Background: an optimization exercise with open tools, aiming at small area, a short achievable clock period and few clock cycles. Do not read the settings as production practice.
Only simulation tests tie the RTL to the original design; equivalence was not proved.
Power figures rest on the tool's default switching activity, not on a simulated workload.

// icache_top
module icache_top
(
   input  logic                             clk,
   input  logic                             rst_n,
   input  logic                             fetch_req_i,
   input  logic [icache_pkg::ADDR_W-1:0]    fetch_addr_i,
   input  logic [icache_pkg::ID_W-1:0]      fetch_id_i,
   output logic                             fetch_grant_o,
   output logic                             fetch_r_valid_o,
   output logic [icache_pkg::FETCH_W-1:0]   fetch_r_data_o,
   output logic [icache_pkg::ID_W-1:0]      fetch_r_id_o,
   output logic                             mem_ar_valid_o,
   input  logic                             mem_ar_ready_i,
   output logic [icache_pkg::ADDR_W-1:0]    mem_ar_addr_o,
   output logic [7:0]                       mem_ar_len_o,
   input  logic                             mem_r_valid_i,
   output logic                             mem_r_ready_o,
   input  logic [icache_pkg::MEM_W-1:0]     mem_r_data_i,
   input  logic                             mem_r_last_i,
   input  logic                             ctrl_enable_req_i,
   output logic                             ctrl_enable_ack_o,
   input  logic                             ctrl_disable_req_i,
   output logic                             ctrl_disable_ack_o,
   input  logic                             ctrl_flush_req_i,
   output logic                             ctrl_flush_ack_o,
   output logic                             ctrl_pending_o
);
Size in the first run: roughly 10,000 cells after synthesis, about 5,400 flip-flops, roughly 0.19 sq mm of cells after synthesis.
==> flow/config.mk <==
export PLATFORM = sky130hd
export DESIGN_NAME = icache_top
export DESIGN_NICKNAME = icache_top
export VERILOG_FILES = /design/flow/design.v
export SDC_FILE = /design/flow/constraint.sdc
export NUM_CORES = 4
export LEC_CHECK = 0
export CAP_MARGIN = 20
export CORE_MARGIN = 2
export CORE_UTILIZATION = 40
export SETUP_SLACK_MARGIN = 4.8
export SLEW_MARGIN = 20
==> flow/constraint.sdc <==
create_clock -name core_clock -period 8.0 [get_ports {clk}]
set_input_delay 1.6000 -clock core_clock [delete_from_list [all_inputs] [get_ports {clk}]]
set_output_delay 1.6000 -clock core_clock [all_outputs]
set_load 0.01 [all_outputs]
run.sh (not shown) runs the stock make flow with config.mk's settings and CLKGATE_MAP_FILE= SYNTH_SCRIPT=/design/flow/synth_recipe.tcl, a recipe that flattens the netlist after the stock synthesis.
Testbench counts at the start, summed over its fixed seeds: cycles 41,931.
==> next run, changes <==
==> flow/flow/run.sh (new file) <==
#!/bin/bash
set -e
cp standard.sh standard_sh_copy.log
export CTS_ARGS="-sink_clustering_enable -repair_clock_nets -dont_use_dummy_load"
bash standard.sh > standard.log 2>&1
==> flow/standard.sh (new file) <==
#!/bin/bash
# synth_recipe.tcl (not shown) runs the flow's synth.tcl, then flattens the netlist and writes it again
# the make line also repeats each setting of config.mk as NAME=value (left out here)
make -C /OpenROAD-flow-scripts/flow DESIGN_CONFIG=/design/flow/config.mk WORK_HOME=/design/flow/orfs CLKGATE_MAP_FILE= SYNTH_SCRIPT=/design/flow/synth_recipe.tcl "${@:-finish}"
- SETUP_SLACK_MARGIN: 4.8 -> 4.6
removed: flow/run.sh
Outcome: The changed run completed without violations; cell area shrinks by 2.1%; global-route usage shrinks by 0.11 points; final cell count shrinks by 2.8%; area after synthesis is unchanged; die area stays the same; sequential power stays flat; routed wire length shrinks by 0.72%; power shrinks by 5.5%.
==> next run, changes <==
==> flow/run.sh (new file) <==
#!/bin/bash
# synth_recipe.tcl (not shown) runs the flow's synth.tcl, then flattens the netlist and writes it again
# the make line also repeats each setting of config.mk as NAME=value (left out here)
make -C /OpenROAD-flow-scripts/flow DESIGN_CONFIG=/design/flow/config.mk WORK_HOME=/design/flow/orfs CLKGATE_MAP_FILE= SYNTH_SCRIPT=/design/flow/synth_recipe.tcl finish
removed: flow/flow/run.sh
removed: flow/standard.sh
Result: The new run completed without violations; clock power goes up by 15%; final area goes up by 1.6%; routed wire length barely changes; flip-flop and latch count is unchanged; sequential power hardly moves; maximum frequency barely changes; count of clock-buffer cells in the layout goes up by 152.
==> next run, changes <==
==> flow/flow/run.sh (new file) <==
#!/bin/bash
set -e
cp standard.sh standard_sh_copy.log
export CTS_ARGS="-sink_clustering_enable -repair_clock_nets -dont_use_dummy_load"
bash standard.sh > standard.log 2>&1
==> flow/standard.sh (new file) <==
#!/bin/bash
# synth_recipe.tcl (not shown) runs the flow's synth.tcl, then flattens the netlist and writes it again
# the make line also repeats each setting of config.mk as NAME=value (left out here)
make -C /OpenROAD-flow-scripts/flow DESIGN_CONFIG=/design/flow/config.mk WORK_HOME=/design/flow/orfs CLKGATE_MAP_FILE= SYNTH_SCRIPT=/design/flow/synth_recipe.tcl "${@:-finish}"
- SETUP_SLACK_MARGIN: 4.6 -> 4.8
removed: flow/run.sh
Total power shrinks by a few percent.
Global-route usage is about the same.
Area after synthesis stays the same.
==> next run, changes <==
==> flow/run.sh (new file) <==
#!/bin/bash
# synth_recipe.tcl (not shown) runs the flow's synth.tcl, then flattens the netlist and writes it again
# the make line also repeats each setting of config.mk as NAME=value (left out here)
make -C /OpenROAD-flow-scripts/flow DESIGN_CONFIG=/design/flow/config.mk WORK_HOME=/design/flow/orfs CLKGATE_MAP_FILE= SYNTH_SCRIPT=/design/flow/synth_recipe.tcl finish
- CORE_UTILIZATION: 40 -> 55
- SETUP_SLACK_MARGIN: 4.8 -> 4.6
removed: flow/flow/run.sh
removed: flow/standard.sh
Result:
- The changed run ran to the end with no violations
- critical path depth goes down by 10
- design area hardly moves
- worst hold slack got worse by 0.11 ns
- via count is higher by 0.78%
- wire length goes down by 0.34%
- power is higher by 2.8%
- die area goes down by 27%
- maximum frequency came out lower by 1.5%
- count of clock-buffer cells in the layout went up by 196

[port drivers added, routing unchanged]
No port has a modelled driver above. Below, the same layouts with a new extraction and two added sets of constraints. Step 1 sets driving cells, clkbuf_16 on the clock port and buf_2 on the other inputs (assumed; they add their load-dependent delay and slew). Step 2, shift: input delay + t, output delay - t, t = (earliest + latest rising clock arrival at the registers) / 2. This alone moves slack from input paths to output paths. Slacks: no drivers / after step 1 / after step 2; pairs: no drivers / after step 1.
run | shift t [ns] | setup WS [ns] | worst hold slack (ns)
the first run | 1.189 | 4.382 / 4.316 / 3.464 | 0.473 / 0.415 / 0.473
the second run | 1.136 | 4.363 / 4.303 / 3.371 | 0.319 / 0.269 / 0.379
the third run | 1.171 | 4.369 / 4.306 / 3.392 | 0.322 / 0.267 / 0.412
the fourth run | 1.175 | 4.376 / 4.314 / 3.331 | 0.471 / 0.405 / 0.471
the fifth run | 1.183 | 4.321 / 4.321 / 3.411 | 0.362 / 0.274 / 0.429
After both steps every run listed still meets setup and hold. For the fourth run, which loses most, drivers alone change the setup slack by -0.062 ns; drivers and shift together by -1.045 ns.
